From an optimization exercise on the open Yosys and OpenROAD flow, aimed at small area; shortcuts taken in it are not production practice.
The RTL was checked by simulation tests, not by an equivalence proof against the original design.
Power figures rest on the tool's default switching activity, not on a simulated workload.

File: flow/run.sh
#!/bin/bash
# Standard synthesis, then inverters pushed through full adders (fixinv.py), then the standard
# layout with clock-tree dummy loads off and single-drive port buffers.
set -euo pipefail
R=orfs/results/${FLOW_PLATFORM}/hb_interp/base
export CTS_ARGS="-sink_clustering_enable -repair_clock_nets -dont_use_dummy_load -buf_list sky130_fd_sc_hd__clkbuf_4 -sink_clustering_size 9 -sink_clustering_max_diameter 40"
export BUFFER_PORTS_ARGS="-buffer_cell sky130_fd_sc_hd__buf_1"
bash standard.sh synth > synth.log 2>&1
openroad -python -no_init -exit flow/fixinv.py "$R/1_synth.odb" "$R/1_synth.odb" > fixinv.log 2>&1
bash standard.sh finish > finish.log 2>&1
File: config.mk
export PLATFORM = sky130hd
export DESIGN_NAME = hb_interp
export DESIGN_NICKNAME = hb_interp
export VERILOG_FILES = /design/flow/design.v
export SDC_FILE = /design/flow/constraint.sdc
export NUM_CORES = 4
export LEC_CHECK = 0
export CAP_MARGIN = 20
export CORE_MARGIN = 2
export CORE_UTILIZATION = 70
export SLEW_MARGIN = 20
File: flow/fixinv.py
# Push inverters through full-adder cells: FA(~a,~b,~c) = ~FA(a,b,c).
# Chooses, for each full adder, whether to implement it on complemented signals so that as few
# inverters as possible remain, then rewires the netlist with at most one inverter per signal.
import odb, sys, random
src, dst = sys.argv[1], sys.argv[2]
db = odb.dbDatabase.create()
odb.read_db(db, src)
block = db.getChip().getBlock()
INVM = db.findMaster("sky130_fd_sc_hd__inv_1")

def is_inv(inst):
    n = inst.getMaster().getName()
    return n.startswith("sky130_fd_sc_hd__inv_") or n.startswith("sky130_fd_sc_hd__clkinv_")
def is_fa(inst):
    return inst.getMaster().getName().startswith("sky130_fd_sc_hd__fa_")
def sig_iterms(inst):
    return [it for it in inst.getITerms() if it.getNet() is not None and it.getNet().getSigType() == "SIGNAL"]
def driver(net):
    for it in net.getITerms():
        if it.isOutputSignal(): return it
    return None

# inverters we may remove: no port on either side
free_inv = []
for inst in block.getInsts():
    if not is_inv(inst): continue
    a = inst.findITerm("A").getNet(); y = inst.findITerm("Y").getNet()
    if a is None or y is None: continue
    if len(a.getBTerms()) or len(y.getBTerms()): continue
    free_inv.append(inst)
free_set = set(i.getName() for i in free_inv)

root_cache = {}
def root(net):
    k = net.getName()
    if k in root_cache: return root_cache[k]
    d = driver(net)
    if d is not None and d.getInst().getName() in free_set:
        r, p = root(d.getInst().findITerm("A").getNet())
        res = (r, p ^ 1)
    else:
        res = (net, 0)
    root_cache[k] = res
    return res

# consumers per root: list of (iterm or bterm, pol, fa_inst_name or None)
cons = {}
roots = {}
for net in block.getNets():
    if net.getSigType() != "SIGNAL": continue
    r, p = root(net)
    rk = r.getName(); roots[rk] = r
    lst = cons.setdefault(rk, [])
    for it in net.getITerms():
        if it.isOutputSignal(): continue
        inst = it.getInst()
        if inst.getName() in free_set: continue
        lst.append((it, p, inst.getName() if is_fa(inst) else None))
    for bt in net.getBTerms():
        if bt.getIoType() == "OUTPUT":
            lst.append((bt, p, None))

fas = [i for i in block.getInsts() if is_fa(i)]
fa_out_roots = {}   # fa name -> root names driven
drv_fa = {}         # root name -> fa name
for f in fas:
    for pin in ("SUM", "COUT"):
        n = f.findITerm(pin).getNet()
        if n is None: continue
        drv_fa[n.getName()] = f.getName()
fa_in_roots = {f.getName(): set() for f in fas}
for rk, lst in cons.items():
    for (it, p, fn) in lst:
        if fn is not None: fa_in_roots[fn].add(rk)
fa_touch = {}
for f in fas:
    fn = f.getName()
    s = set(fa_in_roots[fn])
    for pin in ("SUM", "COUT"):
        n = f.findITerm(pin).getNet()
        if n is not None: s.add(n.getName())
    fa_touch[fn] = s

flip = {f.getName(): 0 for f in fas}
def cost(rk):
    dp = flip[drv_fa[rk]] if rk in drv_fa else 0
    need = set()
    for (it, p, fn) in cons.get(rk, []):
        need.add(p ^ (flip[fn] if fn else 0))
    return 1 if any(q != dp for q in need) else 0

total = sum(cost(rk) for rk in cons)
print("inverters before:", len(free_inv), "signals needing one (no flips):", total)
import math
random.seed(1)
order = [f.getName() for f in fas]
best = (total, dict(flip)); cur = total
N = 60000
for step in range(N):
    T = 1.5 * (1 - step / N) + 0.02
    fn = random.choice(order)
    before = sum(cost(rk) for rk in fa_touch[fn])
    flip[fn] ^= 1
    after = sum(cost(rk) for rk in fa_touch[fn])
    d = after - before
    if d <= 0 or random.random() < math.exp(-d / T):
        cur += d
        if cur < best[0]: best = (cur, dict(flip))
    else:
        flip[fn] ^= 1
flip = best[1]
total = sum(cost(rk) for rk in cons)
print("signals needing an inverter after flips:", total, "flipped:", sum(flip.values()))

# rebuild
cnt = [0]
inv_net = {}
def get_inv(rk):
    if rk in inv_net: return inv_net[rk]
    cnt[0] += 1
    n = odb.dbNet_create(block, f"pinv_n{cnt[0]}")
    i = odb.dbInst_create(block, INVM, f"pinv_{cnt[0]}")
    i.findITerm("A").connect(roots[rk])
    i.findITerm("Y").connect(n)
    inv_net[rk] = n
    return n
moves = []
for rk, lst in cons.items():
    dp = flip[drv_fa[rk]] if rk in drv_fa else 0
    for (it, p, fn) in lst:
        q = p ^ (flip[fn] if fn else 0)
        moves.append((it, rk, q != dp))
for (it, rk, inv) in moves:
    target = get_inv(rk) if inv else roots[rk]
    if isinstance(it, odb.dbITerm):
        if it.getNet() is None or it.getNet().getName() != target.getName():
            it.disconnect(); it.connect(target)
    else:
        if it.getNet().getName() != target.getName():
            raise SystemExit("output port would need rewiring: " + it.getName())
for inst in free_inv:
    odb.dbInst_destroy(inst)
for net in list(block.getNets()):
    if net.getSigType() == "SIGNAL" and len(net.getITerms()) == 0 and len(net.getBTerms()) == 0:
        odb.dbNet_destroy(net)
print("inverters after:", cnt[0])
odb.write_db(db, dst)
File: constraint.sdc
create_clock -name core_clock -period 14.0 [get_ports {clk}]
set_input_delay 2.8000 -clock core_clock [delete_from_list [all_inputs] [get_ports {clk}]]
set_output_delay 2.8000 -clock core_clock [all_outputs]
set_load 0.01 [all_outputs]
File: design.v
module hb_interp #(
    parameter int WIDTH = 16
) (
    input  logic             clk,
    input  logic             rst,
    input  logic             bypass,
    input  logic             run,
    input  logic [8:0]       cpo,
    input  logic             stb_in,
    input  logic [WIDTH-1:0] data_in,
    output logic             stb_out,
    output logic [WIDTH-1:0] data_out,
    output logic             ovf
);
    logic [9:0]              s_q;
    logic [WIDTH-1:0]        dly_q [16];
    logic [4:0]              vcnt_q;
    logic [21:0]             acc_q;
    logic [1-1:0]           cr_q;
    logic [WIDTH-1:0]        fb0_q, fb1_q;
    logic                    c_pend_q;
    logic [8:0]              c_cnt_q;
    logic [1:0]              c_off_q;
    logic                    stb_out_q;
    logic [WIDTH-1:0]        data_out_q;
    logic                    ovf_q;
    logic [3:0] ph;
    logic slot_free_d, accept_d, drop_d, f_emit_d, c_emit_d;
    logic [15:0] vld;
    logic [3:0] lane [16];
    logic [4:0] r0, r1, r2, r3, r4, r5, r6, r7;
    logic [WIDTH-1:0] cval;
    logic [21:0] acc_d, res_v, res;
    logic [16:0] fv;
    logic [1-1:0] cr_d;
    logic [WIDTH-1:0] f_sat;
    logic [1:0] off_e;
    function automatic logic [WIDTH-1:0] pick4(input logic [WIDTH-1:0] a, b, c, d,
                                               input logic sa, sb, sc, sd);
        pick4 = ({WIDTH{sa}} & a) | ({WIDTH{sb}} & b) | ({WIDTH{sc}} & c) | ({WIDTH{sd}} & d);
    endfunction
    function automatic logic [4:0] add4(input logic [3:0] a, b);
        logic c;
        c = 1'b0;
        for (int i = 0; i < 4; i++) begin
            add4[i] = a[i] ^ b[i] ^ c;
            c = (a[i] & b[i]) | (a[i] & c) | (b[i] & c);
        end
        add4[4] = c;
    endfunction
    function automatic logic [21:0] add22(input logic [21:0] a, b);
        logic c;
        c = 1'b0;
        for (int i = 0; i < 22; i++) begin
            add22[i] = a[i] ^ b[i] ^ c;
            c = (a[i] & b[i]) | (a[i] & c) | (b[i] & c);
        end
    endfunction
    function automatic logic [15:0] thermo(input logic [3:0] n);
        case (n)
            4'd0: thermo = 16'h0000;
            4'd1: thermo = 16'h0001;
            4'd2: thermo = 16'h0003;
            4'd3: thermo = 16'h0007;
            4'd4: thermo = 16'h000f;
            4'd5: thermo = 16'h001f;
            4'd6: thermo = 16'h003f;
            4'd7: thermo = 16'h007f;
            4'd8: thermo = 16'h00ff;
            4'd9: thermo = 16'h01ff;
            4'd10: thermo = 16'h03ff;
            4'd11: thermo = 16'h07ff;
            4'd12: thermo = 16'h0fff;
            4'd13: thermo = 16'h1fff;
            4'd14: thermo = 16'h3fff;
            4'd15: thermo = 16'h7fff;
            default: thermo = 16'h0000;
        endcase
    endfunction
    function automatic logic [8:0] dec9(input logic [8:0] a);
        logic b;
        b = 1'b1;
        for (int i = 0; i < 9; i++) begin
            dec9[i] = a[i] ^ b;
            b = b & !a[i];
        end
    endfunction
    function automatic logic [4:0] inc5(input logic [4:0] a);
        logic c;
        c = 1'b1;
        for (int i = 0; i < 5; i++) begin
            inc5[i] = a[i] ^ c;
            c = c & a[i];
        end
    endfunction
    always_comb begin
        ph = s_q[3:0];
        vld = vcnt_q[4] ? 16'hffff : thermo(vcnt_q[3:0]);
        for (int i = 0; i < 16; i++) begin
            for (int b = 0; b < 3; b++) begin
                lane[i][b] = vld[i] & ((ph[0] & dly_q[i][b]) | (ph[1] & dly_q[i][4+b]) |
                                       (ph[2] & dly_q[i][8+b]) | (ph[3] & dly_q[i][12+b]));
            end
            lane[i][3] = (vld[i] & ((ph[0] & dly_q[i][3]) | (ph[1] & dly_q[i][7]) | (ph[2] & dly_q[i][11]))) |
                         (ph[3] & !(vld[i] & dly_q[i][15]));
        end
        r0 = add4(lane[0], lane[15]);
        r1 = add4(lane[1], lane[14]);
        r2 = add4(lane[2], lane[13]);
        r3 = add4(lane[3], lane[12]);
        r4 = add4(lane[4], lane[11]);
        r5 = add4(lane[5], lane[10]);
        r6 = add4(lane[6], lane[9]);
        r7 = add4(lane[7], lane[8]);
        res = add22(acc_q, res_v);
        fv  = {~res[21], res[20:5]};
        if (fv[16] != fv[15]) f_sat = fv[16] ? 16'h8000 : 16'h7fff;
        else                  f_sat = fv[15:0];
        slot_free_d = !(s_q[0] | s_q[1] | s_q[2]);
        accept_d    = !bypass && run && stb_in && slot_free_d;
        drop_d      = !bypass && run && stb_in && !slot_free_d;
        f_emit_d    = run && s_q[9];
        c_emit_d    = run && c_pend_q && (c_cnt_q == 9'd1);
        off_e[0] = ^{s_q[5:0], accept_d};
        off_e[1] = (|{s_q[5:0], accept_d}) & !off_e[0];
        cval = pick4(dly_q[7], dly_q[8], dly_q[9], dly_q[10],
                     c_off_q == 2'd0 && vld[7], c_off_q == 2'd1 && vld[8],
                     c_off_q == 2'd2 && vld[9], c_off_q == 2'd3 && vld[10]);
    end
    logic bs0, bs1, bs2, bs3, bs4, bs5, bs6, bs7, bs8, bs9, bs10, bs11, bs12, bs13, bs14, bs15, bs16, bs17, bs19, bs20, bs21, kc5, kc6, kc8, kc12, kc13, s1, c1, s2, c2, s3, c3, s4, c4, s5, c5, s6, c6, s7, c7, s8, c8, s9, c9, s10, c10, s11, c11, s12, c12, s13, c13, s14, c14, s15, c15, s16, c16, s17, c17, s18, c18, s19, c19, s20, c20, s21, c21, s22, c22, s23, c23, s24, c24, s25, c25, s26, c26, s27, c27, s28, c28, s29, c29, s30, c30, s31, c31, s32, c32, s33, c33, s34, c34, s35, c35, s36, c36, s37, c37, s38, c38, s39, c39, s40, c40, s41, c41, s42, c42, s43, c43, s44, c44, s45, c45, s46, c46, s47, c47, s48, c48, s49, c49, s50, c50, s51, c51, s52, c52, s53, c53, s54, c54, s55, c55, s56, c56, s57, c57, s58, c58, s59, c59, s60, c60, s61, c61, s62, c62, s63, c63, s64, c64, s65, c65, s66, c66, s67, c67, s68, c68, s69, c69, s70, c70, s71, c71, s72, c72, s73, c73, s74, c74, s75, c75, s76, c76, s77, c77, s78, c78, s79, c79, s80, c80, s81, c81, s82, c82, s83, c83, s84, c84, s85, c85, s86, c86, s87, c87, s88, c88, s89, c89, s90, c90, s91, c91, s92, c92, s93, c93, s94, c94, s95, c95, s96, c96, s97, c97, s98, c98, s99, c99, s100, c100, s101, c101, s102, c102, s103, c103, s104, c104, s105, c105, s106, c106, s107, c107, s108, c108, s109, c109, s110, c110, s111, c111, s112, c112, s113, c113, s114, c114, s115, c115, s116, c116, s117, c117, s118, c118, s119, c119, s120, c120, s121, c121, s122, c122, s123, c123, s124, c124, s125, c125, s126, c126, s127, c127, s128, c128, s129, c129, s130, c130, s131, c131, s132, c132, s133, c133, s134, c134, s135, c135, s136, c136, s137, c137, s138, c138, s139, c139, s140, c140, s141, c141, s142, c142, s143, c143, s144, c144, s145, c145, s146, c146, s147, c147, s148, c148, s149, c149, s150, c150, s151, c151, s152, c152, s153, c153, s154, c154, s155, c155, s156, c156, s157, c157, s158, c158, s159, c159, s160, c160, s161, c161, s162, c162, s163, c163, s164, c164, s165, c165, s166, c166, s167, c167, s168, c168, s169, c169, s170, c170, s171, c171, s172, c172, s173, c173, s174, c174, s175, c175, s176, c176, s177, c177, s178, c178, s179, c179, s180, c180, s181, c181, s182, c182, s183, c183, s184, c184, s185, c185, s186, c186, s187, c187, s188, c188, s189, c189, s190, c190, s191, c191, s192, c192, s193, c193, s194, c194, s195, c195, s196, c196, s197, c197, s198, c198, s199, c199, s200, c200, s201, c201, s202, c202, s203, c203, s204, c204, s205, c205, s206, c206, s207, c207, s208, c208, s209, c209;
    assign bs0 = ph[0] ? 1'b0 : acc_q[4];
    assign bs1 = ph[0] ? 1'b0 : acc_q[5];
    assign bs2 = ph[0] ? 1'b0 : acc_q[6];
    assign bs3 = ph[0] ? 1'b0 : acc_q[7];
    assign bs4 = ph[0] ? 1'b0 : acc_q[8];
    assign bs5 = ph[0] ? 1'b1 : acc_q[9];
    assign kc5 = !ph[0];
    assign bs6 = ph[0] ? 1'b1 : acc_q[10];
    assign kc6 = !ph[0] & !ph[3];
    assign bs7 = ph[0] ? 1'b0 : acc_q[11];
    assign bs8 = ph[0] ? 1'b0 : acc_q[12];
    assign kc8 = ph[3];
    assign bs9 = ph[0] ? 1'b0 : acc_q[13];
    assign bs10 = ph[0] ? 1'b0 : acc_q[14];
    assign bs11 = ph[0] ? 1'b0 : acc_q[15];
    assign bs12 = ph[0] ? 1'b1 : acc_q[16];
    assign kc12 = !ph[0];
    assign bs13 = ph[0] ? 1'b1 : acc_q[17];
    assign kc13 = !ph[0];
    assign bs14 = ph[0] ? 1'b0 : acc_q[18];
    assign bs15 = ph[0] ? 1'b0 : acc_q[19];
    assign bs16 = ph[0] ? 1'b1 : acc_q[20];
    assign bs17 = ph[0] ? 1'b0 : acc_q[21];
    assign bs19 = ph[0] | (!ph[0] & !ph[3]) | ph[3];
    assign bs20 = ph[0] | (!ph[0] & !ph[3]) | ph[3];
    assign bs21 = ph[0] | (!ph[0] & !ph[3]) | ph[3];
    assign s1 = r1[1] ^ r3[3];
    assign c1 = r1[1] | r3[3];
    assign s2 = r1[2] ^ r3[4] ^ r5[0];
    assign c2 = (r1[2] & r3[4]) | (r1[2] & r5[0]) | (r3[4] & r5[0]);
    assign s3 = r6[3] ^ r7[4] ^ r7[1];
    assign c3 = (r6[3] & r7[4]) | (r6[3] & r7[1]) | (r7[4] & r7[1]);
    assign s4 = r0[4] ^ r0[2];
    assign c4 = r0[4] & r0[2];
    assign s5 = r1[3] ^ r5[1] ^ r6[4];
    assign c5 = (r1[3] & r5[1]) | (r1[3] & r6[4]) | (r5[1] & r6[4]);
    assign s6 = r1[4] ^ r1[0] ^ r5[2];
    assign c6 = (r1[4] & r1[0]) | (r1[4] & r5[2]) | (r1[0] & r5[2]);
    assign s7 = r0[0] ^ r1[1];
    assign c7 = r0[0] | r1[1];
    assign s8 = r0[1] ^ r1[2] ^ r2[0];
    assign c8 = (r0[1] & r1[2]) | (r0[1] & r2[0]) | (r1[2] & r2[0]);
    assign s9 = r1[0] ^ r3[2] ^ r6[1];
    assign c9 = (r1[0] & r3[2]) | (r1[0] & r6[1]) | (r3[2] & r6[1]);
    assign s10 = r0[2] ^ r7[2];
    assign c10 = r0[2] & ~r7[2];
    assign s11 = r6[2] ^ r7[3] ^ r7[0];
    assign c11 = (r6[2] & r7[3]) | (r6[2] & r7[0]) | (r7[3] & r7[0]);
    assign s12 = s1 ^ r0[3] ^ r0[1];
    assign c12 = (s1 & r0[3]) | (s1 & r0[1]) | (r0[3] & r0[1]);
    assign s13 = r1[3] ^ r2[3] ^ r2[0];
    assign c13 = (r1[3] & r2[3]) | (r1[3] & r2[0]) | (r2[3] & r2[0]);
    assign s14 = c1 ^ s2 ^ s3;
    assign c14 = (c1 & s2) | (c1 & s3) | (s2 & s3);
    assign s15 = s4 ^ r0[0] ^ r1[4];
    assign c15 = (s4 & r0[0]) | (s4 & r1[4]) | (r0[0] & r1[4]);
    assign s16 = r2[4] ^ r2[1] ^ r3[0];
    assign c16 = (r2[4] & r2[1]) | (r2[4] & r3[0]) | (r2[1] & r3[0]);
    assign s17 = r4[4] ^ r4[2];
    assign c17 = r4[4] & r4[2];
    assign s18 = c2 ^ c3 ^ s5;
    assign c18 = (c2 & c3) | (c2 & s5) | (c3 & s5);
    assign s19 = ~r7[2] ^ c4 ^ r0[3];
    assign c19 = (~r7[2] & c4) | (~r7[2] & r0[3]) | (c4 & r0[3]);
    assign s20 = r0[1] ^ r2[2] ^ r3[1];
    assign c20 = (r0[1] & r2[2]) | (r0[1] & r3[1]) | (r2[2] & r3[1]);
    assign s21 = r4[3] ^ r4[0] ^ bs5;
    assign c21 = (r4[3] & r4[0]) | (r4[3] & bs5) | (r4[0] & bs5);
    assign s22 = c5 ^ s6 ^ r5[0];
    assign c22 = (c5 & s6) | (c5 & r5[0]) | (s6 & r5[0]);
    assign s23 = r7[3] ^ r7[0] ^ ~r0[4];
    assign c23 = (r7[3] & r7[0]) | (r7[3] & ~r0[4]) | (r7[0] & ~r0[4]);
    assign s24 = r0[2] ^ r2[3] ^ r3[2];
    assign c24 = (r0[2] & r2[3]) | (r0[2] & r3[2]) | (r2[3] & r3[2]);
    assign s25 = r4[4] ^ r4[1] ^ bs6;
    assign c25 = (r4[4] & r4[1]) | (r4[4] & bs6) | (r4[1] & bs6);
    assign s26 = c6 ^ r3[0] ^ r5[3];
    assign c26 = (c6 & r3[0]) | (c6 & r5[3]) | (r3[0] & r5[3]);
    assign s27 = r5[1] ^ r6[0] ^ r7[4];
    assign c27 = (r5[1] & r6[0]) | (r5[1] & r7[4]) | (r6[0] & r7[4]);
    assign s28 = ~r7[1] ^ s7 ^ r0[3];
    assign c28 = (~r7[1] & s7) | (~r7[1] & r0[3]) | (s7 & r0[3]);
    assign s29 = r2[4] ^ r3[3] ^ r4[2];
    assign c29 = (r2[4] & r3[3]) | (r2[4] & r4[2]) | (r3[3] & r4[2]);
    assign s30 = c7 ^ s8 ^ r3[1];
    assign c30 = (c7 & s8) | (c7 & r3[1]) | (s8 & r3[1]);
    assign s31 = r5[4] ^ r5[2] ^ r5[0];
    assign c31 = (r5[4] & r5[2]) | (r5[4] & r5[0]) | (r5[2] & r5[0]);
    assign s32 = r6[1] ^ r7[2] ^ ~r0[4];
    assign c32 = (r6[1] & r7[2]) | (r6[1] & ~r0[4]) | (r7[2] & ~r0[4]);
    assign s33 = r3[4] ^ r4[3] ^ bs8;
    assign c33 = (r3[4] & r4[3]) | (r3[4] & bs8) | (r4[3] & bs8);
    assign s34 = c8 ^ r0[2] ^ r1[3];
    assign c34 = (c8 & r0[2]) | (c8 & r1[3]) | (r0[2] & r1[3]);
    assign s35 = r2[1] ^ r3[2] ^ r5[3];
    assign c35 = (r2[1] & r3[2]) | (r2[1] & r5[3]) | (r3[2] & r5[3]);
    assign s36 = r5[1] ^ r6[2] ^ r7[3];
    assign c36 = (r5[1] & r6[2]) | (r5[1] & r7[3]) | (r6[2] & r7[3]);
    assign s37 = r1[0] ^ r4[4] ^ r7[0];
    assign c37 = (r1[0] & r4[4]) | (r1[0] & r7[0]) | (r4[4] & r7[0]);
    assign s38 = r0[3] ^ r1[4] ^ r2[2];
    assign c38 = (r0[3] & r1[4]) | (r0[3] & r2[2]) | (r1[4] & r2[2]);
    assign s39 = r2[0] ^ r3[3] ^ r3[0];
    assign c39 = (r2[0] & r3[3]) | (r2[0] & r3[0]) | (r3[3] & r3[0]);
    assign s40 = r5[4] ^ r5[2] ^ r6[3];
    assign c40 = (r5[4] & r5[2]) | (r5[4] & r6[3]) | (r5[2] & r6[3]);
    assign s41 = ~r7[4] ^ r1[1] ^ r7[1];
    assign c41 = (~r7[4] & r1[1]) | (~r7[4] & r7[1]) | (r1[1] & r7[1]);
    assign s42 = r0[4] ^ r2[3] ^ r2[1];
    assign c42 = (r0[4] & r2[3]) | (r0[4] & r2[1]) | (r2[3] & r2[1]);
    assign s43 = r3[4] ^ r3[1] ^ r5[3];
    assign c43 = (r3[4] & r3[1]) | (r3[4] & r5[3]) | (r3[1] & r5[3]);
    assign s44 = ~r6[4] ^ r1[2] ^ r4[0];
    assign c44 = (~r6[4] & r1[2]) | (~r6[4] & r4[0]) | (r1[2] & r4[0]);
    assign s45 = r2[4] ^ r2[2] ^ r3[2];
    assign c45 = (r2[4] & r2[2]) | (r2[4] & r3[2]) | (r2[2] & r3[2]);
    assign s46 = r5[4] ^ r5[0] ^ ~r1[3];
    assign c46 = (r5[4] & r5[0]) | (r5[4] & ~r1[3]) | (r5[0] & ~r1[3]);
    assign s47 = r3[0] ^ r4[1];
    assign c47 = r3[0] & r4[1];
    assign s48 = r2[3] ^ r3[3] ^ r4[0];
    assign c48 = (r2[3] & r3[3]) | (r2[3] & r4[0]) | (r3[3] & r4[0]);
    assign s49 = ~r5[1] ^ r1[4] ^ r3[1];
    assign c49 = (~r5[1] & r1[4]) | (~r5[1] & r3[1]) | (r1[4] & r3[1]);
    assign s50 = r4[2] ^ r6[0];
    assign c50 = r4[2] & r6[0];
    assign s51 = r2[4] ^ r3[4] ^ r4[1];
    assign c51 = (r2[4] & r3[4]) | (r2[4] & r4[1]) | (r3[4] & r4[1]);
    assign s52 = ~r5[2] ^ r3[2] ^ r4[3];
    assign c52 = (~r5[2] & r3[2]) | (~r5[2] & r4[3]) | (r3[2] & r4[3]);
    assign s53 = r4[2] ^ r5[3] ^ r6[0];
    assign c53 = (r4[2] & r5[3]) | (r4[2] & r6[0]) | (r5[3] & r6[0]);
    assign s54 = r4[3] ^ r5[4];
    assign c54 = r4[3] | r5[4];
    assign s55 = r3[0] ^ r7[0] ^ ~r0[0];
    assign c55 = (r3[0] & r7[0]) | (r3[0] & ~r0[0]) | (r7[0] & ~r0[0]);
    assign s56 = r3[1] ^ r6[0] ^ r7[1];
    assign c56 = (r3[1] & r6[0]) | (r3[1] & r7[1]) | (r6[0] & r7[1]);
    assign s57 = r0[1] ^ r1[1] ^ r2[1];
    assign c57 = (r0[1] & r1[1]) | (r0[1] & r2[1]) | (r1[1] & r2[1]);
    assign s58 = s9 ^ s10 ^ ~r0[0];
    assign c58 = (s9 & s10) | (s9 & ~r0[0]) | (s10 & ~r0[0]);
    assign s59 = r1[2] ^ r2[2] ^ r4[2];
    assign c59 = (r1[2] & r2[2]) | (r1[2] & r4[2]) | (r2[2] & r4[2]);
    assign s60 = r4[0] ^ r5[2];
    assign c60 = r4[0] & r5[2];
    assign s61 = c9 ^ s11 ^ ~c10;
    assign c61 = (c9 & s11) | (c9 & ~c10) | (s11 & ~c10);
    assign s62 = s12 ^ s13 ^ r4[3];
    assign c62 = (s12 & s13) | (s12 & r4[3]) | (s13 & r4[3]);
    assign s63 = r4[1] ^ r5[3] ^ bs3;
    assign c63 = (r4[1] & r5[3]) | (r4[1] & bs3) | (r5[3] & bs3);
    assign s64 = c11 ^ s14 ^ ~c12;
    assign c64 = (c11 & s14) | (c11 & ~c12) | (s14 & ~c12);
    assign s65 = c13 ^ s15 ^ s16;
    assign c65 = (c13 & s15) | (c13 & s16) | (s15 & s16);
    assign s66 = s17 ^ r5[4] ^ bs4;
    assign c66 = (s17 & r5[4]) | (s17 & bs4) | (r5[4] & bs4);
    assign s67 = c14 ^ s18 ^ ~c15;
    assign c67 = (c14 & s18) | (c14 & ~c15) | (s18 & ~c15);
    assign s68 = c16 ^ c17 ^ s19;
    assign c68 = (c16 & c17) | (c16 & s19) | (c17 & s19);
    assign s69 = s20 ^ s21 ^ kc5;
    assign c69 = (s20 & s21) | (s20 & kc5) | (s21 & kc5);
    assign s70 = c18 ^ s22 ^ s23;
    assign c70 = (c18 & s22) | (c18 & s23) | (s22 & s23);
    assign s71 = c19 ^ c20 ^ c21;
    assign c71 = (c19 & c20) | (c19 & c21) | (c20 & c21);
    assign s72 = s24 ^ s25 ^ kc6;
    assign c72 = (s24 & s25) | (s24 & kc6) | (s25 & kc6);
    assign s73 = c22 ^ c23 ^ s26;
    assign c73 = (c22 & c23) | (c22 & s26) | (c23 & s26);
    assign s74 = ~s27 ^ c24 ^ c25;
    assign c74 = (~s27 & c24) | (~s27 & c25) | (c24 & c25);
    assign s75 = s28 ^ s29 ^ bs7;
    assign c75 = (s28 & s29) | (s28 & bs7) | (s29 & bs7);
    assign s76 = c26 ^ c27 ^ s30;
    assign c76 = (c26 & c27) | (c26 & s30) | (c27 & s30);
    assign s77 = s31 ^ s32 ^ ~c28;
    assign c77 = (s31 & s32) | (s31 & ~c28) | (s32 & ~c28);
    assign s78 = c29 ^ s33 ^ kc8;
    assign c78 = (c29 & s33) | (c29 & kc8) | (s33 & kc8);
    assign s79 = c30 ^ c31 ^ c32;
    assign c79 = (c30 & c31) | (c30 & c32) | (c31 & c32);
    assign s80 = s34 ^ s35 ^ s36;
    assign c80 = (s34 & s35) | (s34 & s36) | (s35 & s36);
    assign s81 = c33 ^ s37 ^ bs9;
    assign c81 = (c33 & s37) | (c33 & bs9) | (s37 & bs9);
    assign s82 = c34 ^ c35 ^ c36;
    assign c82 = (c34 & c35) | (c34 & c36) | (c35 & c36);
    assign s83 = s38 ^ s39 ^ s40;
    assign c83 = (s38 & s39) | (s38 & s40) | (s39 & s40);
    assign s84 = c37 ^ s41 ^ bs10;
    assign c84 = (c37 & s41) | (c37 & bs10) | (s41 & bs10);
    assign s85 = c38 ^ c39 ^ c40;
    assign c85 = (c38 & c39) | (c38 & c40) | (c39 & c40);
    assign s86 = s42 ^ s43 ^ ~c41;
    assign c86 = (s42 & s43) | (s42 & ~c41) | (s43 & ~c41);
    assign s87 = s44 ^ r7[2] ^ bs11;
    assign c87 = (s44 & r7[2]) | (s44 & bs11) | (r7[2] & bs11);
    assign s88 = c42 ^ c43 ^ s45;
    assign c88 = (c42 & c43) | (c42 & s45) | (c43 & s45);
    assign s89 = ~s46 ^ c44 ^ s47;
    assign c89 = (~s46 & c44) | (~s46 & s47) | (c44 & s47);
    assign s90 = r7[3] ^ bs12 ^ kc12;
    assign c90 = (r7[3] & bs12) | (r7[3] & kc12) | (bs12 & kc12);
    assign s91 = c45 ^ c46 ^ s48;
    assign c91 = (c45 & c46) | (c45 & s48) | (c46 & s48);
    assign s92 = c47 ^ s49 ^ s50;
    assign c92 = (c47 & s49) | (c47 & s50) | (s49 & s50);
    assign s93 = r7[4] ^ bs13 ^ kc13;
    assign c93 = (r7[4] & bs13) | (r7[4] & kc13) | (bs13 & kc13);
    assign s94 = c48 ^ s51 ^ ~c49;
    assign c94 = (c48 & s51) | (c48 & ~c49) | (s51 & ~c49);
    assign s95 = c50 ^ s52 ^ r5[0];
    assign c95 = (c50 & s52) | (c50 & r5[0]) | (s52 & r5[0]);
    assign s96 = r6[1] ^ r7[0] ^ bs14;
    assign c96 = (r6[1] & r7[0]) | (r6[1] & bs14) | (r7[0] & bs14);
    assign s97 = c51 ^ s53 ^ ~c52;
    assign c97 = (c51 & s53) | (c51 & ~c52) | (s53 & ~c52);
    assign s98 = r3[3] ^ r4[4] ^ r5[1];
    assign c98 = (r3[3] & r4[4]) | (r3[3] & r5[1]) | (r4[4] & r5[1]);
    assign s99 = r6[2] ^ r7[1] ^ bs15;
    assign c99 = (r6[2] & r7[1]) | (r6[2] & bs15) | (r7[1] & bs15);
    assign s100 = c53 ^ r6[1] ^ ~s54;
    assign c100 = (c53 & r6[1]) | (c53 & ~s54) | (r6[1] & ~s54);
    assign s101 = r3[4] ^ r5[2] ^ r6[3];
    assign c101 = (r3[4] & r5[2]) | (r3[4] & r6[3]) | (r5[2] & r6[3]);
    assign s102 = r7[2] ^ r7[0] ^ bs16;
    assign c102 = (r7[2] & r7[0]) | (r7[2] & bs16) | (r7[0] & bs16);
    assign s103 = c54 ^ r4[4] ^ r6[2];
    assign c103 = (c54 & r4[4]) | (c54 & r6[2]) | (r4[4] & r6[2]);
    assign s104 = r5[3] ^ r6[4] ^ r7[3];
    assign c104 = (r5[3] & r6[4]) | (r5[3] & r7[3]) | (r6[4] & r7[3]);
    assign s105 = r7[1] ^ bs17;
    assign c105 = r7[1] & bs17;
    assign s106 = r5[4] ^ r6[3];
    assign c106 = r5[4] & ~r6[3];
    assign s107 = ~s55 ^ r1[0] ^ r2[0];
    assign c107 = (~s55 & r1[0]) | (~s55 & r2[0]) | (r1[0] & r2[0]);
    assign s108 = c55 ^ s56 ^ ~s57;
    assign c108 = (c55 & s56) | (c55 & ~s57) | (s56 & ~s57);
    assign s109 = r4[1] ^ r5[1];
    assign c109 = r4[1] & r5[1];
    assign s110 = c56 ^ s58 ^ ~c57;
    assign c110 = (c56 & s58) | (c56 & ~c57) | (s58 & ~c57);
    assign s111 = s59 ^ s60 ^ bs2;
    assign c111 = (s59 & s60) | (s59 & bs2) | (s60 & bs2);
    assign s112 = c58 ^ s61 ^ ~c59;
    assign c112 = (c58 & s61) | (c58 & ~c59) | (s61 & ~c59);
    assign s113 = c60 ^ s62 ^ s63;
    assign c113 = (c60 & s62) | (c60 & s63) | (s62 & s63);
    assign s114 = c61 ^ s64 ^ ~c62;
    assign c114 = (c61 & s64) | (c61 & ~c62) | (s64 & ~c62);
    assign s115 = c63 ^ s65 ^ s66;
    assign c115 = (c63 & s65) | (c63 & s66) | (s65 & s66);
    assign s116 = c64 ^ s67 ^ ~c65;
    assign c116 = (c64 & s67) | (c64 & ~c65) | (s67 & ~c65);
    assign s117 = c66 ^ s68 ^ s69;
    assign c117 = (c66 & s68) | (c66 & s69) | (s68 & s69);
    assign s118 = c67 ^ s70 ^ ~c68;
    assign c118 = (c67 & s70) | (c67 & ~c68) | (s70 & ~c68);
    assign s119 = c69 ^ s71 ^ s72;
    assign c119 = (c69 & s71) | (c69 & s72) | (s71 & s72);
    assign s120 = c70 ^ s73 ^ ~c71;
    assign c120 = (c70 & s73) | (c70 & ~c71) | (s73 & ~c71);
    assign s121 = c72 ^ s74 ^ s75;
    assign c121 = (c72 & s74) | (c72 & s75) | (s74 & s75);
    assign s122 = c73 ^ s76 ^ s77;
    assign c122 = (c73 & s76) | (c73 & s77) | (s76 & s77);
    assign s123 = c74 ^ c75 ^ s78;
    assign c123 = (c74 & c75) | (c74 & s78) | (c75 & s78);
    assign s124 = c76 ^ c77 ^ s79;
    assign c124 = (c76 & c77) | (c76 & s79) | (c77 & s79);
    assign s125 = ~s80 ^ c78 ^ s81;
    assign c125 = (~s80 & c78) | (~s80 & s81) | (c78 & s81);
    assign s126 = c79 ^ c80 ^ s82;
    assign c126 = (c79 & c80) | (c79 & s82) | (c80 & s82);
    assign s127 = ~s83 ^ c81 ^ s84;
    assign c127 = (~s83 & c81) | (~s83 & s84) | (c81 & s84);
    assign s128 = c82 ^ c83 ^ s85;
    assign c128 = (c82 & c83) | (c82 & s85) | (c83 & s85);
    assign s129 = ~s86 ^ c84 ^ s87;
    assign c129 = (~s86 & c84) | (~s86 & s87) | (c84 & s87);
    assign s130 = c85 ^ c86 ^ s88;
    assign c130 = (c85 & c86) | (c85 & s88) | (c86 & s88);
    assign s131 = c87 ^ s89 ^ s90;
    assign c131 = (c87 & s89) | (c87 & s90) | (s89 & s90);
    assign s132 = c88 ^ s91 ^ ~c89;
    assign c132 = (c88 & s91) | (c88 & ~c89) | (s91 & ~c89);
    assign s133 = c90 ^ s92 ^ s93;
    assign c133 = (c90 & s92) | (c90 & s93) | (s92 & s93);
    assign s134 = c91 ^ s94 ^ ~c92;
    assign c134 = (c91 & s94) | (c91 & ~c92) | (s94 & ~c92);
    assign s135 = c93 ^ s95 ^ s96;
    assign c135 = (c93 & s95) | (c93 & s96) | (s95 & s96);
    assign s136 = c94 ^ s97 ^ ~c95;
    assign c136 = (c94 & s97) | (c94 & ~c95) | (s97 & ~c95);
    assign s137 = c96 ^ s98 ^ s99;
    assign c137 = (c96 & s98) | (c96 & s99) | (s98 & s99);
    assign s138 = c97 ^ s100 ^ ~c98;
    assign c138 = (c97 & s100) | (c97 & ~c98) | (s100 & ~c98);
    assign s139 = c99 ^ s101 ^ s102;
    assign c139 = (c99 & s101) | (c99 & s102) | (s101 & s102);
    assign s140 = c100 ^ s103 ^ ~c101;
    assign c140 = (c100 & s103) | (c100 & ~c101) | (s103 & ~c101);
    assign s141 = c102 ^ s104 ^ s105;
    assign c141 = (c102 & s104) | (c102 & s105) | (s104 & s105);
    assign s142 = c103 ^ s106 ^ ~c104;
    assign c142 = (c103 & s106) | (c103 & ~c104) | (s106 & ~c104);
    assign s143 = c105 ^ r7[4] ^ r7[2];
    assign c143 = (c105 & r7[4]) | (c105 & r7[2]) | (r7[4] & r7[2]);
    assign s144 = ~r6[4] ^ c106 ^ r7[3];
    assign c144 = (~r6[4] & c106) | (~r6[4] & r7[3]) | (c106 & r7[3]);
    assign s145 = s107 ^ r4[0];
    assign c145 = s107 & r4[0];
    assign s146 = ~s108 ^ c107 ^ s109;
    assign c146 = (~s108 & c107) | (~s108 & s109) | (c107 & s109);
    assign s147 = c108 ^ s110 ^ ~c109;
    assign c147 = (c108 & s110) | (c108 & ~c109) | (s110 & ~c109);
    assign s148 = c110 ^ s112 ^ ~c111;
    assign c148 = (c110 & s112) | (c110 & ~c111) | (s112 & ~c111);
    assign s149 = c112 ^ s114 ^ ~c113;
    assign c149 = (c112 & s114) | (c112 & ~c113) | (s114 & ~c113);
    assign s150 = c114 ^ s116 ^ ~c115;
    assign c150 = (c114 & s116) | (c114 & ~c115) | (s116 & ~c115);
    assign s151 = c116 ^ s118 ^ ~c117;
    assign c151 = (c116 & s118) | (c116 & ~c117) | (s118 & ~c117);
    assign s152 = c118 ^ s120 ^ ~c119;
    assign c152 = (c118 & s120) | (c118 & ~c119) | (s120 & ~c119);
    assign s153 = c120 ^ s122 ^ ~c121;
    assign c153 = (c120 & s122) | (c120 & ~c121) | (s122 & ~c121);
    assign s154 = c122 ^ s124 ^ ~c123;
    assign c154 = (c122 & s124) | (c122 & ~c123) | (s124 & ~c123);
    assign s155 = c124 ^ s126 ^ ~c125;
    assign c155 = (c124 & s126) | (c124 & ~c125) | (s126 & ~c125);
    assign s156 = c126 ^ s128 ^ ~c127;
    assign c156 = (c126 & s128) | (c126 & ~c127) | (s128 & ~c127);
    assign s157 = c128 ^ s130 ^ ~c129;
    assign c157 = (c128 & s130) | (c128 & ~c129) | (s130 & ~c129);
    assign s158 = c130 ^ s132 ^ ~c131;
    assign c158 = (c130 & s132) | (c130 & ~c131) | (s132 & ~c131);
    assign s159 = c132 ^ s134 ^ ~c133;
    assign c159 = (c132 & s134) | (c132 & ~c133) | (s134 & ~c133);
    assign s160 = c134 ^ s136 ^ ~c135;
    assign c160 = (c134 & s136) | (c134 & ~c135) | (s136 & ~c135);
    assign s161 = c136 ^ s138 ^ ~c137;
    assign c161 = (c136 & s138) | (c136 & ~c137) | (s138 & ~c137);
    assign s162 = c138 ^ s140 ^ ~c139;
    assign c162 = (c138 & s140) | (c138 & ~c139) | (s140 & ~c139);
    assign s163 = c140 ^ s142 ^ ~c141;
    assign c163 = (c140 & s142) | (c140 & ~c141) | (s142 & ~c141);
    assign s164 = ~c142 ^ c143 ^ s144;
    assign c164 = (~c142 & c143) | (~c142 & s144) | (c143 & s144);
    assign s165 = c144 ^ r7[4];
    assign c165 = c144 & r7[4];
    assign s166 = s145 ^ r5[0];
    assign c166 = s145 & r5[0];
    assign s167 = c145 ^ s146 ^ bs1;
    assign c167 = (c145 & s146) | (c145 & bs1) | (s146 & bs1);
    assign s168 = ~s147 ^ c146 ^ s111;
    assign c168 = (~s147 & c146) | (~s147 & s111) | (c146 & s111);
    assign s169 = c147 ^ s148 ^ ~s113;
    assign c169 = (c147 & s148) | (c147 & ~s113) | (s148 & ~s113);
    assign s170 = c148 ^ s149 ^ ~s115;
    assign c170 = (c148 & s149) | (c148 & ~s115) | (s149 & ~s115);
    assign s171 = c149 ^ s150 ^ ~s117;
    assign c171 = (c149 & s150) | (c149 & ~s117) | (s150 & ~s117);
    assign s172 = c150 ^ s151 ^ ~s119;
    assign c172 = (c150 & s151) | (c150 & ~s119) | (s151 & ~s119);
    assign s173 = c151 ^ s152 ^ ~s121;
    assign c173 = (c151 & s152) | (c151 & ~s121) | (s152 & ~s121);
    assign s174 = c152 ^ s153 ^ ~s123;
    assign c174 = (c152 & s153) | (c152 & ~s123) | (s153 & ~s123);
    assign s175 = c153 ^ s154 ^ ~s125;
    assign c175 = (c153 & s154) | (c153 & ~s125) | (s154 & ~s125);
    assign s176 = c154 ^ s155 ^ ~s127;
    assign c176 = (c154 & s155) | (c154 & ~s127) | (s155 & ~s127);
    assign s177 = c155 ^ s156 ^ ~s129;
    assign c177 = (c155 & s156) | (c155 & ~s129) | (s156 & ~s129);
    assign s178 = c156 ^ s157 ^ ~s131;
    assign c178 = (c156 & s157) | (c156 & ~s131) | (s157 & ~s131);
    assign s179 = c157 ^ s158 ^ ~s133;
    assign c179 = (c157 & s158) | (c157 & ~s133) | (s158 & ~s133);
    assign s180 = c158 ^ s159 ^ ~s135;
    assign c180 = (c158 & s159) | (c158 & ~s135) | (s159 & ~s135);
    assign s181 = c159 ^ s160 ^ ~s137;
    assign c181 = (c159 & s160) | (c159 & ~s137) | (s160 & ~s137);
    assign s182 = c160 ^ s161 ^ ~s139;
    assign c182 = (c160 & s161) | (c160 & ~s139) | (s161 & ~s139);
    assign s183 = c161 ^ s162 ^ ~s141;
    assign c183 = (c161 & s162) | (c161 & ~s141) | (s162 & ~s141);
    assign s184 = c162 ^ s163 ^ ~s143;
    assign c184 = (c162 & s163) | (c162 & ~s143) | (s163 & ~s143);
    assign s185 = ~c163 ^ s164 ^ bs19;
    assign c185 = (~c163 & s164) | (~c163 & bs19) | (s164 & bs19);
    assign s186 = c164 ^ s165 ^ bs20;
    assign c186 = (c164 & s165) | (c164 & bs20) | (s165 & bs20);
    assign s187 = c165 ^ bs21;
    assign c187 = c165 & bs21;
    assign s188 = s166 ^ bs0;
    assign c188 = s166 & bs0;
    assign s189 = c166 ^ s167 ^ c188;
    assign c189 = (c166 & s167) | (c166 & c188) | (s167 & c188);
    assign s190 = c167 ^ s168 ^ c189;
    assign c190 = (c167 & s168) | (c167 & c189) | (s168 & c189);
    assign s191 = c168 ^ ~s169 ^ c190;
    assign c191 = (c168 & ~s169) | (c168 & c190) | (~s169 & c190);
    assign s192 = c169 ^ s170 ^ ~c191;
    assign c192 = (c169 & s170) | (c169 & ~c191) | (s170 & ~c191);
    assign s193 = c170 ^ s171 ^ c192;
    assign c193 = (c170 & s171) | (c170 & c192) | (s171 & c192);
    assign s194 = c171 ^ s172 ^ c193;
    assign c194 = (c171 & s172) | (c171 & c193) | (s172 & c193);
    assign s195 = c172 ^ s173 ^ c194;
    assign c195 = (c172 & s173) | (c172 & c194) | (s173 & c194);
    assign s196 = c173 ^ s174 ^ c195;
    assign c196 = (c173 & s174) | (c173 & c195) | (s174 & c195);
    assign s197 = c174 ^ s175 ^ c196;
    assign c197 = (c174 & s175) | (c174 & c196) | (s175 & c196);
    assign s198 = c175 ^ s176 ^ c197;
    assign c198 = (c175 & s176) | (c175 & c197) | (s176 & c197);
    assign s199 = c176 ^ s177 ^ c198;
    assign c199 = (c176 & s177) | (c176 & c198) | (s177 & c198);
    assign s200 = c177 ^ s178 ^ c199;
    assign c200 = (c177 & s178) | (c177 & c199) | (s178 & c199);
    assign s201 = c178 ^ s179 ^ c200;
    assign c201 = (c178 & s179) | (c178 & c200) | (s179 & c200);
    assign s202 = c179 ^ s180 ^ c201;
    assign c202 = (c179 & s180) | (c179 & c201) | (s180 & c201);
    assign s203 = c180 ^ s181 ^ c202;
    assign c203 = (c180 & s181) | (c180 & c202) | (s181 & c202);
    assign s204 = c181 ^ s182 ^ c203;
    assign c204 = (c181 & s182) | (c181 & c203) | (s182 & c203);
    assign s205 = c182 ^ s183 ^ c204;
    assign c205 = (c182 & s183) | (c182 & c204) | (s183 & c204);
    assign s206 = c183 ^ s184 ^ c205;
    assign c206 = (c183 & s184) | (c183 & c205) | (s184 & c205);
    assign s207 = c184 ^ ~s185 ^ c206;
    assign c207 = (c184 & ~s185) | (c184 & c206) | (~s185 & c206);
    assign s208 = c185 ^ s186 ^ ~c207;
    assign c208 = (c185 & s186) | (c185 & ~c207) | (s186 & ~c207);
    assign s209 = c186 ^ s187 ^ c208;
    assign c209 = (c186 & s187) | (c186 & c208) | (s187 & c208);
    assign acc_d = {s209, s208, ~s207, ~s206, ~s205, ~s204, ~s203, ~s202, ~s201, ~s200, ~s199, ~s198, ~s197, ~s196, ~s195, ~s194, ~s193, ~s192, s191, s190, s189, s188};
    assign cr_d = 1'b0;
    assign res_v = {1'b0, 1'b0, 1'b0, 1'b0, 1'b0, 1'b0, 1'b0, 1'b0, 1'b0, 1'b0, 1'b0, 1'b0, 1'b0, 1'b0, 1'b0, 1'b0, 1'b0, 1'b0, 1'b0, 1'b0, 1'b0, 1'b0};
    always_ff @(posedge clk) begin
        if (accept_d) begin
            for (int i = 15; i > 0; i--) dly_q[i] <= dly_q[i-1];
            dly_q[0] <= data_in;
        end
        acc_q <= acc_d;
        cr_q  <= cr_d;
        if (s_q[4]) begin
            fb1_q <= fb0_q;
            fb0_q <= f_sat;
        end
        if (f_emit_d) begin
            c_cnt_q <= cpo;
            c_off_q <= off_e;
        end else begin
            c_cnt_q <= dec9(c_cnt_q);
            c_off_q <= {c_off_q[1] ^ (c_off_q[0] & accept_d), c_off_q[0] ^ accept_d};
        end
        if (rst) begin
            s_q        <= '0;
            vcnt_q     <= '0;
            c_pend_q   <= 1'b0;
            stb_out_q  <= 1'b0;
            data_out_q <= '0;
            ovf_q      <= 1'b0;
        end else begin
            s_q <= {s_q[8:0] & {9{run}}, accept_d};
            if (accept_d && !vcnt_q[4]) vcnt_q <= inc5(vcnt_q);
            if (!run)            c_pend_q <= 1'b0;
            else if (f_emit_d)   c_pend_q <= 1'b1;
            else if (c_emit_d)   c_pend_q <= 1'b0;
            if (drop_d || (f_emit_d && c_pend_q)) ovf_q <= 1'b1;
            if (bypass) begin
                stb_out_q <= stb_in;
                if (stb_in) data_out_q <= data_in;
            end else begin
                stb_out_q <= f_emit_d || c_emit_d;
                if (f_emit_d)      data_out_q <= s_q[5] ? fb1_q : fb0_q;
                else if (c_emit_d) data_out_q <= cval;
            end
        end
    end
    assign stb_out  = stb_out_q;
    assign data_out = data_out_q;
    assign ovf      = ovf_q;
endmodule
File: standard.sh
#!/bin/bash
# synth_recipe.tcl (not shown) runs the flow's synth.tcl, then flattens the netlist and writes it again
# the make line also repeats each setting of config.mk as NAME=value (left out here)
make -C /OpenROAD-flow-scripts/flow DESIGN_CONFIG=/design/flow/config.mk WORK_HOME=/design/flow/orfs CLKGATE_MAP_FILE= SYNTH_SCRIPT=/design/flow/synth_recipe.tcl "${@:-finish}"
==> results_dict.tcl, run 1 <==
set metrics [dict create \
    syn_area_um2 18900 \
    synthesis.nets 1591 \
    finalCritPeriodShare_pct 95.0 \
    worst_pin_slew_ns 1.08 \
    gp_congestion 0.973 \
    slowest_delay_ns 0.71 \
    critPathMaxFanout 25 \
    die_area_um2 28300 \
    tns_ns 0 \
    rows 60 \
    multi_input_area_um2 8010 \
    port-buffer-count 47 \
    drt-total-wl_um 49400 \
    fin_cells 1711 \
    hpwl_um 37800 \
    placed_cells 1659 \
    peakVddDrop_v 0.000138 \
    routedWlPerCell_um 28.9 \
    fp.dieH_um 168 \
    cts_hold_buf 0 \
    grt_busiest_layer "met2" \
    crit_path_end_kind "flop" \
    drive_gt1_share_pct 6.57 \
    grt_usage_pct 36.4 \
    period_needed_ns 13.29 \
    powerDensity_nw_per_um2 119 \
    setup_viol 0 \
    cts_root_buf "clkbuf_4" \
    postCtsResizedCells 0 \
    fin_nets 1651 \
    grt_pass1_vias 11700 \
    hold_violations 0 \
    detail-route-antenna-nets 0 \
    post_cts_buffers 0 \
    die_w_um 168 \
    outcome "timing/DRC/antenna clean" \
    hold_path.class "reg -> reg" \
    critPathArrivalTime_ns 13.91 \
    maxSlewViolCount 0 \
    cts_tree "built" \
    drc 0 \
    vias 11500 \
    syn_avg_cell_area_um2 14.4 \
    numCtsBuffers 51 \
    global_route.overflow_total 0 \
    syn_to_final_growth_pct 5.02 \
    fill_cells 1692 \
    grt_antenna_before_repair 2 \
    max_cap_viol_count 0 \
    start_util_pct 70.6 \
    grt_max_degree 90 \
    crit_type "reg -> reg" \
    grtUsageMet1_pct 51.2 \
    routed_via_density 6.74 \
    rsz0062_at_grt "false" \
    slew_headroom_pct 28.2 \
    p_leak_nw 6.74 \
    cts_sinks 366 \
    core-area_um2 26700 \
    seq_area_um2 10200 \
    slowest_stage "dfxtp_2" \
    first_pass_iters 6 \
    cts.clk_slew.worst_paths_ns 0.09 \
    met2_usage_pct 55.1 \
    grt_use_met3_pct 12.0 \
    drt_iter0_markers 1832 \
    clockBufferDepth 3 \
    fin_skew_ns 0.0634 \
    cp_common_cell "fa_1" \
    clock_latency_ns 0.73 \
    htreeDepth 2 \
    critPathRequiredTime_ns 14.61 \
    fmax_ghz 0.0752 \
    crit_path_start_kind "flop" \
    synth_warnings 3 \
    grt_pass1_wl_um 73800 \
    synth_cells 1311 \
    pin_count 48 \
]
cell type report:
class,count,area share (%)
antenna,1,0.0126
clock buffer,51,1.93
inverter,116,2.20
multi-input combinational,768,40.4
sequential,366,51.5
tap,341,2.15
timing repair buffer,68,1.77
final timing paths:
check / from / endpoint / slack, ns / depth (start not counted)
setup / recovery: s_q[1] / acc_q[21] / 0.71 / 34
hold / removal: s_q[7] / s_q[8] / 0.43 / 1
setup reg to reg: s_q[1] / acc_q[21] / 0.71 / 34
hold reg to reg: s_q[7] / s_q[8] / 0.43 / 1
routing by layer:
layer / share of wire [%] / vias up
li1: - / 4834
met1: 38 / 5775
met2: 46 / 789
met3: 13 / 125
met4: 3.4 / 2
met5: 0.026 / -
through the flow:
stage	area [um2]	hold WS, ns	util [%]	power [W]	setup WS, ns
after global routing	19800	0.431	74.2	0.00250	0.181
after floorplan	18900	0.406	-	0.00170	1.21
after CTS	19800	0.421	74.2	0.00238	0.624
final	19800	0.430	74.2	0.00237	0.705
after detailed placement	19400	0.411	72.7	0.00189	0.698
after global placement	19400	0.412	72.7	0.00185	0.912
power breakdown:
part | total (W) | leakage (nW) | switching [W] | internal [W]
registers | 0.00132 | 3.28 | 0.0000702 | 0.00125
logic | 0.000541 | 3.23 | 0.000308 | 0.000233
clock network | 0.000504 | 0.235 | 0.000337 | 0.000166
layout by cell type (no fill, tap or decap), types with 19 or more instances in the layout:
cell type	instances
clkbuf_4	51
nand2_1	90
mux2i_1	19
buf_4	19
dfxtp_1	73
a21o_1	22
a22oi_1	126
inv_1	116
nor2_1	42
ha_1	40
edfxtp_1	288
a21oi_1	46
fa_1	210
buf_1	47
o21ai_0	49
worst max-delay path, delay by kind of cell (launching register included):
family / cells / cell delay [ns]
adders and majority gates: 26 / 10.87
DFF: 1 / 0.71
xor gates and xnor gates: 2 / 0.33
buffers and inverters: 4 / 0.95
AOI/OAI and AO/OA: 2 / 0.31
registers in the layout, indices dropped and copies added (netlist names), named ones only:
register / flops
acc_q: 18
c_cnt_q: 9
c_off_q: 2
c_pend_q: 1
data_out_q: 16
dly_q: 256
fb0_q: 16
fb1_q: 16
ovf_q: 1
s_q: 10
stb_out_q: 1
vcnt_q: 5
==> run 2, diff against run 1 <==
--- a/design.v
+++ b/design.v
@@ -584,6 +584,4 @@
         cr_q  <= cr_d;
-        if (s_q[4]) begin
-            fb1_q <= fb0_q;
-            fb0_q <= f_sat;
-        end
+        if (s_q[4]) fb0_q <= f_sat;
+        if (s_q[8]) fb1_q <= fb0_q;
         if (f_emit_d) begin
@@ -614,3 +612,3 @@
                 stb_out_q <= f_emit_d || c_emit_d;
-                if (f_emit_d)      data_out_q <= s_q[5] ? fb1_q : fb0_q;
+                if (f_emit_d)      data_out_q <= fb1_q;
                 else if (c_emit_d) data_out_q <= cval;
==> results_dict.tcl, run 2 <==
set metrics [dict create \
    syn_area_um2 18500 \
    largestRegisters "dly_q (256), acc_q (18)" \
    p_clk_share_pct 21.0 \
    fp.dieH_um 167 \
    maxSlewViolCount 0 \
    grt_max_degree 84 \
    max_cap_viol_count 0 \
    p_sw_share_pct 29.2 \
    hpwl_um 35900 \
    setup_slack_ns 0.632 \
    finalCritPeriodShare_pct 95.5 \
    p_int_w 0.00166 \
    outcome "timing/DRC/antenna clean" \
    synth_cells 1257 \
    cts.clk_slew.worst_paths_ns 0.10 \
    drc 0 \
    cts_root_buf "clkbuf_4" \
    setup_viol 0 \
    slew_headroom_pct 27.1 \
    final_cell_mix "edfxtp_1 (288), fa_1 (210), a22oi_1 (94), inv_1 (84), a21oi_1 (79)" \
    worst_pin_slew_ns 1.06 \
    crit_path_start_kind "flop" \
    peakVddDrop_v 0.000177 \
    die_area_um2 27700 \
    rsz0062_at_grt "false" \
    mostFrequentLayoutCell "edfxtp_1" \
    p_comb_share_pct 22.9 \
    tns_ns 0 \
    p_leak_nw 6.58 \
    gp_congestion 0.967 \
    port-buffer-count 47 \
    grt_pass1_vias 11400 \
    pin_count 48 \
    critPathArrivalTime_ns 13.96 \
    synthesis.nets 1537 \
    global_route.overflow_total 0 \
    slowest_stage "dfxtp_2" \
    rows 59 \
    fill_cells 1683 \
    fin_cells 1661 \
    powerDensity_nw_per_um2 120 \
    clock_latency_ns 0.75 \
    hold-worst-slack_ns 0.359 \
    cts_hold_buf 0 \
    drt-total-wl_um 46400 \
    fin_nets 1606 \
    die_w_um 167 \
    core-area_um2 26000 \
    fmax_ghz 0.0748 \
    critPathMaxFanout 26 \
    place_ws_ns 0.630 \
    slowest_delay_ns 0.71 \
    placed_cells 1608 \
    largest_reg_flops 256 \
    routed_via_density 6.64 \
    switchingPower_w 0.000683 \
    fin_skew_ns 0.146 \
    critPathRequiredTime_ns 14.59 \
    top_register "dly_q" \
    detail-route-antenna-nets 0 \
    syn_to_final_growth_pct 5.24 \
    cts_tree "built" \
    period_needed_ns 13.37 \
    grt_usage_pct 34.7 \
    crit_path_end_kind "flop" \
    first_pass_iters 8 \
    grt_pass1_wl_um 69500 \
    hold_violations 0 \
    sequentialPowerShare_pct 56.0 \
    synth_warnings 3 \
    grt_antenna_before_repair 2 \
    p_total_w 0.00234 \
    vias 11000 \
    cts_sinks 366 \
    drive_gt1_share_pct 6.72 \
    crit_type "reg -> reg" \
    start_util_pct 71.1 \
    htreeDepth 2 \
    syn_avg_cell_area_um2 14.7 \
    cp_common_cell "fa_1" \
    routedWlPerCell_um 27.9 \
    numCtsBuffers 50 \
    drt_iter0_markers 1722 \
    post_cts_buffers 0 \
    hold_path.class "reg -> reg" \
    clockBufferDepth 3 \
]
==> run 2: worst paths after layout <==
| check | start | endpoint | slack (ns) | cells past startpoint |
|---|---|---|---|---|
| setup / recovery | s_q[3] | acc_q[21] | 0.63 | 34 |
| hold reg to reg | dly_q[4][6] | dly_q[5][6] | 0.36 | 0 |
| setup reg to reg | s_q[3] | acc_q[21] | 0.63 | 34 |
| hold / removal | dly_q[4][6] | dly_q[5][6] | 0.36 | 0 |
==> run 2: repair_timing <==
item | CTS | global route
gates resized for setup | 0 | 1
endpoints found under the setup margin | 0 | 1
hold endpoints to repair | 0 | 0
==> run 2: area by class of cell <==
| type | count | area [um2] | share of cell area, % |
|---|---|---|---|
| Antenna cell | 2 | 5.00 | 0.0257 |
| Clock buffer | 50 | 375 | 1.93 |
| Inverter | 84 | 315 | 1.62 |
| Multi-Input combinational cell | 753 | 7750 | 39.9 |
| Sequential cell | 366 | 10200 | 52.5 |
| Tap cell | 335 | 419 | 2.15 |
| Timing Repair Buffer | 71 | 364 | 1.87 |
==> run 2: power by group through the flow <==
stage,registers [W],logic [W],clock network (W)
global route,0.00131,0.000627,0.000539
floorplan,0.00130,0.000393,0
detailed placement,0.00133,0.000547,0
global placement,0.00133,0.000513,0
CTS,0.00131,0.000553,0.000501
finish,0.00131,0.000537,0.000491
==> run 2: worst max-delay path: cells and delay by family, from the launching register on <==
kind                       cells  cell delay [ns]
adders and majority gates     27            11.36
buffers and inverters          3             0.39
AOI/OAI and AO/OA              2             0.46
xor gates and xnor gates       2             0.34
DFF                            1             0.71
==> run 2: through the flow <==
step                area, um2  utilization (%)
floorplan               18500                -
global placement        19100             73.3
detailed placement      19100             73.3
CTS                     19400             74.8
global route            19400             74.9
finish                  19500             74.9
==> run 2: per-layer routing <==
layer / wire [um] / GRT usage [%] / vias up
met5: 0 / 0 / -
met4: 2200 / 14.6 / 0
met3: 5440 / 8.25 / 118
met2: 22100 / 53.3 / 707
met1: 16700 / 48.8 / 5542
li1: - / - / 4669
==> run 3, diff against run 2 <==
--- a/design.v
+++ b/design.v
@@ -59,21 +59,18 @@
     function automatic logic [15:0] thermo(input logic [3:0] n);
-        case (n)
-            4'd0: thermo = 16'h0000;
-            4'd1: thermo = 16'h0001;
-            4'd2: thermo = 16'h0003;
-            4'd3: thermo = 16'h0007;
-            4'd4: thermo = 16'h000f;
-            4'd5: thermo = 16'h001f;
-            4'd6: thermo = 16'h003f;
-            4'd7: thermo = 16'h007f;
-            4'd8: thermo = 16'h00ff;
-            4'd9: thermo = 16'h01ff;
-            4'd10: thermo = 16'h03ff;
-            4'd11: thermo = 16'h07ff;
-            4'd12: thermo = 16'h0fff;
-            4'd13: thermo = 16'h1fff;
-            4'd14: thermo = 16'h3fff;
-            4'd15: thermo = 16'h7fff;
-            default: thermo = 16'h0000;
-        endcase
+        thermo[0] = (n[0] & !n[1] & !n[2] & !n[3]) | (n[1] & !n[2] & !n[3]) | (n[2] & !n[3]) | (n[3]);
+        thermo[1] = (n[1] & !n[2] & !n[3]) | (n[2] & !n[3]) | (n[3]);
+        thermo[2] = (n[0] & n[1] & !n[2] & !n[3]) | (n[2] & !n[3]) | (n[3]);
+        thermo[3] = (n[2] & !n[3]) | (n[3]);
+        thermo[4] = (n[0] & !n[1] & n[2] & !n[3]) | (n[1] & n[2] & !n[3]) | (n[3]);
+        thermo[5] = (n[1] & n[2] & !n[3]) | (n[3]);
+        thermo[6] = (n[0] & n[1] & n[2] & !n[3]) | (n[3]);
+        thermo[7] = (n[3]);
+        thermo[8] = (n[0] & !n[1] & !n[2] & n[3]) | (n[1] & !n[2] & n[3]) | (n[2] & n[3]);
+        thermo[9] = (n[1] & !n[2] & n[3]) | (n[2] & n[3]);
+        thermo[10] = (n[0] & n[1] & !n[2] & n[3]) | (n[2] & n[3]);
+        thermo[11] = (n[2] & n[3]);
+        thermo[12] = (n[0] & !n[1] & n[2] & n[3]) | (n[1] & n[2] & n[3]);
+        thermo[13] = (n[1] & n[2] & n[3]);
+        thermo[14] = (n[0] & n[1] & n[2] & n[3]);
+        thermo[15] = 1'b0;
     endfunction
--- a/config.mk
+++ b/config.mk
@@ -10,2 +10,4 @@
 export CORE_UTILIZATION = 70
+export GPL_ROUTABILITY_DRIVEN = 0
+export GPL_TIMING_DRIVEN = 0
 export SLEW_MARGIN = 20
==> results_dict.tcl, run 3 <==
set metrics [dict create \
    cp_common_cell "fa_1" \
    critPathArrivalTime_ns 14.14 \
    htreeDepth 2 \
    powerDensity_nw_per_um2 121 \
    synthesis.nets 1529 \
    port-buffer-count 45 \
    p_leak_nw 6.69 \
    drc 0 \
    peakVddDrop_v 0.000190 \
    hpwl_um 38000 \
    critPathRequiredTime_ns 14.55 \
    cts_tree "built" \
    syn_area_um2 18200 \
    clock_latency_ns 0.73 \
    detail-route-antenna-nets 0 \
    rsz0062_at_grt "false" \
    max_cap_viol_count 0 \
    largest_reg_flops 256 \
    grt_usage_pct 38.7 \
    fill_cells 1692 \
    worst_pin_slew_ns 1.01 \
    setup_viol 0 \
    die_area_um2 27400 \
    finalCritPeriodShare_pct 97.1 \
    placed_cells 1628 \
    drt-total-wl_um 50000 \
    slew_headroom_pct 31.8 \
    syn_avg_cell_area_um2 14.6 \
    drt_iter0_markers 1874 \
    cts_root_buf "clkbuf_4" \
    outcome "timing/DRC/antenna clean" \
    fp.dieH_um 165 \
    routedWlPerCell_um 29.8 \
    fin_cells 1678 \
    slowest_delay_ns 0.55 \
    hold-worst-slack_ns 0.414 \
    cts.clk_slew.worst_paths_ns 0.11 \
    crit_path_start_kind "flop" \
    fin_nets 1627 \
    maxSlewViolCount 0 \
    largestRegisters "dly_q (256), acc_q (18)" \
    start_util_pct 70.6 \
    fmax_ghz 0.0736 \
    die_w_um 165 \
    grt_max_degree 104 \
    cts_sinks 351 \
    rows 59 \
    slowest_stage "fa_1" \
    core-area_um2 25800 \
    syn_to_final_growth_pct 6.13 \
    crit_type "reg -> reg" \
    mostFrequentLayoutCell "edfxtp_1" \
    clockBufferDepth 3 \
    numCtsBuffers 50 \
    synth_cells 1245 \
    post_cts_buffers 0 \
    synth_warnings 3 \
    global_route.overflow_total 0 \
    utilization_pct 74.9 \
    first_pass_iters 7 \
    hold_violations 0 \
    vias 11500 \
    top_register "dly_q" \
    routed_via_density 6.86 \
    drive_gt1_share_pct 6.71 \
    final_cell_mix "edfxtp_1 (288), fa_1 (209), a22oi_1 (103), inv_1 (97), nand2_1 (70)" \
    pin_count 48 \
    fin_skew_ns 0.0941 \
    hold_path.class "reg -> reg" \
    tns_ns 0 \
    period_needed_ns 13.59 \
    crit_path_end_kind "flop" \
    grt_pass1_wl_um 73400 \
    grt_antenna_before_repair 1 \
    critPathMaxFanout 10 \
    cts_hold_buf 0 \
    grt_pass1_vias 11800 \
]
[run 3: critical path: cells and delay by family, from the launching register on]
| kind | cells | cell delay (ns) |
|---|---|---|
| flip-flops | 1 | 0.54 |
| adder cells (fa/ha/maj) | 27 | 11.42 |
| buffers and inverters | 5 | 0.95 |
| AO/OA/AOI/OAI | 2 | 0.36 |
| XOR/XNOR | 1 | 0.13 |
[run 3: path summary, 6_finish.rpt]
check	start	end	slack (ns)	depth (start not counted)
setup / recovery	s_q[3]	acc_q[21]	0.41	35
hold / removal	dly_q[1][2]	dly_q[2][2]	0.41	0
setup reg to reg	s_q[3]	acc_q[21]	0.41	35
hold reg to reg	dly_q[1][2]	dly_q[2][2]	0.41	0
[run 3: area by class of cell]
| class | count | area, um2 | share of cell area, % |
|---|---|---|---|
| Antenna cell | 2 | 5.00 | 0.0259 |
| Clock buffer | 50 | 375 | 1.94 |
| Buffer | 54 | 259 | 1.34 |
| Tap cell | 335 | 419 | 2.17 |
| Timing Repair Buffer | 48 | 251 | 1.30 |
| Multi-Input combinational cell | 739 | 7760 | 40.1 |
| Sequential cell | 351 | 9910 | 51.2 |
| Inverter | 99 | 379 | 1.96 |
[run 3: per-layer routing]
metal | routed length, um | vias up | global-route usage (%)
met4 | 3560 | 0 | 22.4
met3 | 6160 | 177 | 9.42
li1 | - | 4685 | -
met1 | 17400 | 5776 | 51.9
met2 | 22900 | 866 | 58.8
met5 | 0 | - | 0
[run 3: what timing repair did]
action / 4_1_cts / 5_1_grt
pin swaps: 0 / 0
endpoints found under the setup margin: 3 / 2
resized for setup: 9 / 31
[run 3: through the flow]
stage | power [W] | setup slack [ns] | area (um2)
final | 0.00234 | 0.408 | 19400
after floorplan | 0.00167 | 1.33 | 18200
after global routing | 0.00248 | 0.0327 | 19400
after global placement | 0.00183 | -0.391 | 18800
after detailed placement | 0.00187 | -0.432 | 18900
after CTS | 0.00236 | 0.0271 | 19300
[run 3: power breakdown]
| part | internal, W | total [W] | switching [W] |
|---|---|---|---|
| Clock | 0.000163 | 0.000501 | 0.000337 |
| Combinational | 0.000257 | 0.000580 | 0.000323 |
| Sequential | 0.00121 | 0.00126 | 0.0000540 |

[static timing again, ports no longer ideal]
Ports are ideal in the flow. The routed layouts listed here were re-timed in OpenROAD. Step 1 (the two cells are an assumption about what drives the block):
set clk [get_ports {clk}]
set_driving_cell -lib_cell sky130_fd_sc_hd__clkbuf_16 $clk
set_driving_cell -lib_cell sky130_fd_sc_hd__buf_2 [delete_from_list [all_inputs] $clk]
Step 2 adds t to the input delays and takes it off the output delays; t is the mean of the earliest and latest rising clock arrival at the registers after step 1. Input paths then give back, and output paths get back, about the clock's delay inside the block. Three values: ideal, step 1, step 2; two values: the first two.
run | t (ns) | setup slack, ns | worst setup path at the end | pins driven straight from the clock port
run 1 | 0.739 | 0.705 / 0.705 / 0.705 | register to register | 1
run 2 | 0.720 | 0.632 / 0.632 / 0.632 | register to register | 1
run 3 | 0.731 | 0.408 / 0.408 / 0.408 | register to register | 1
After both steps setup and hold are still met in every run listed.
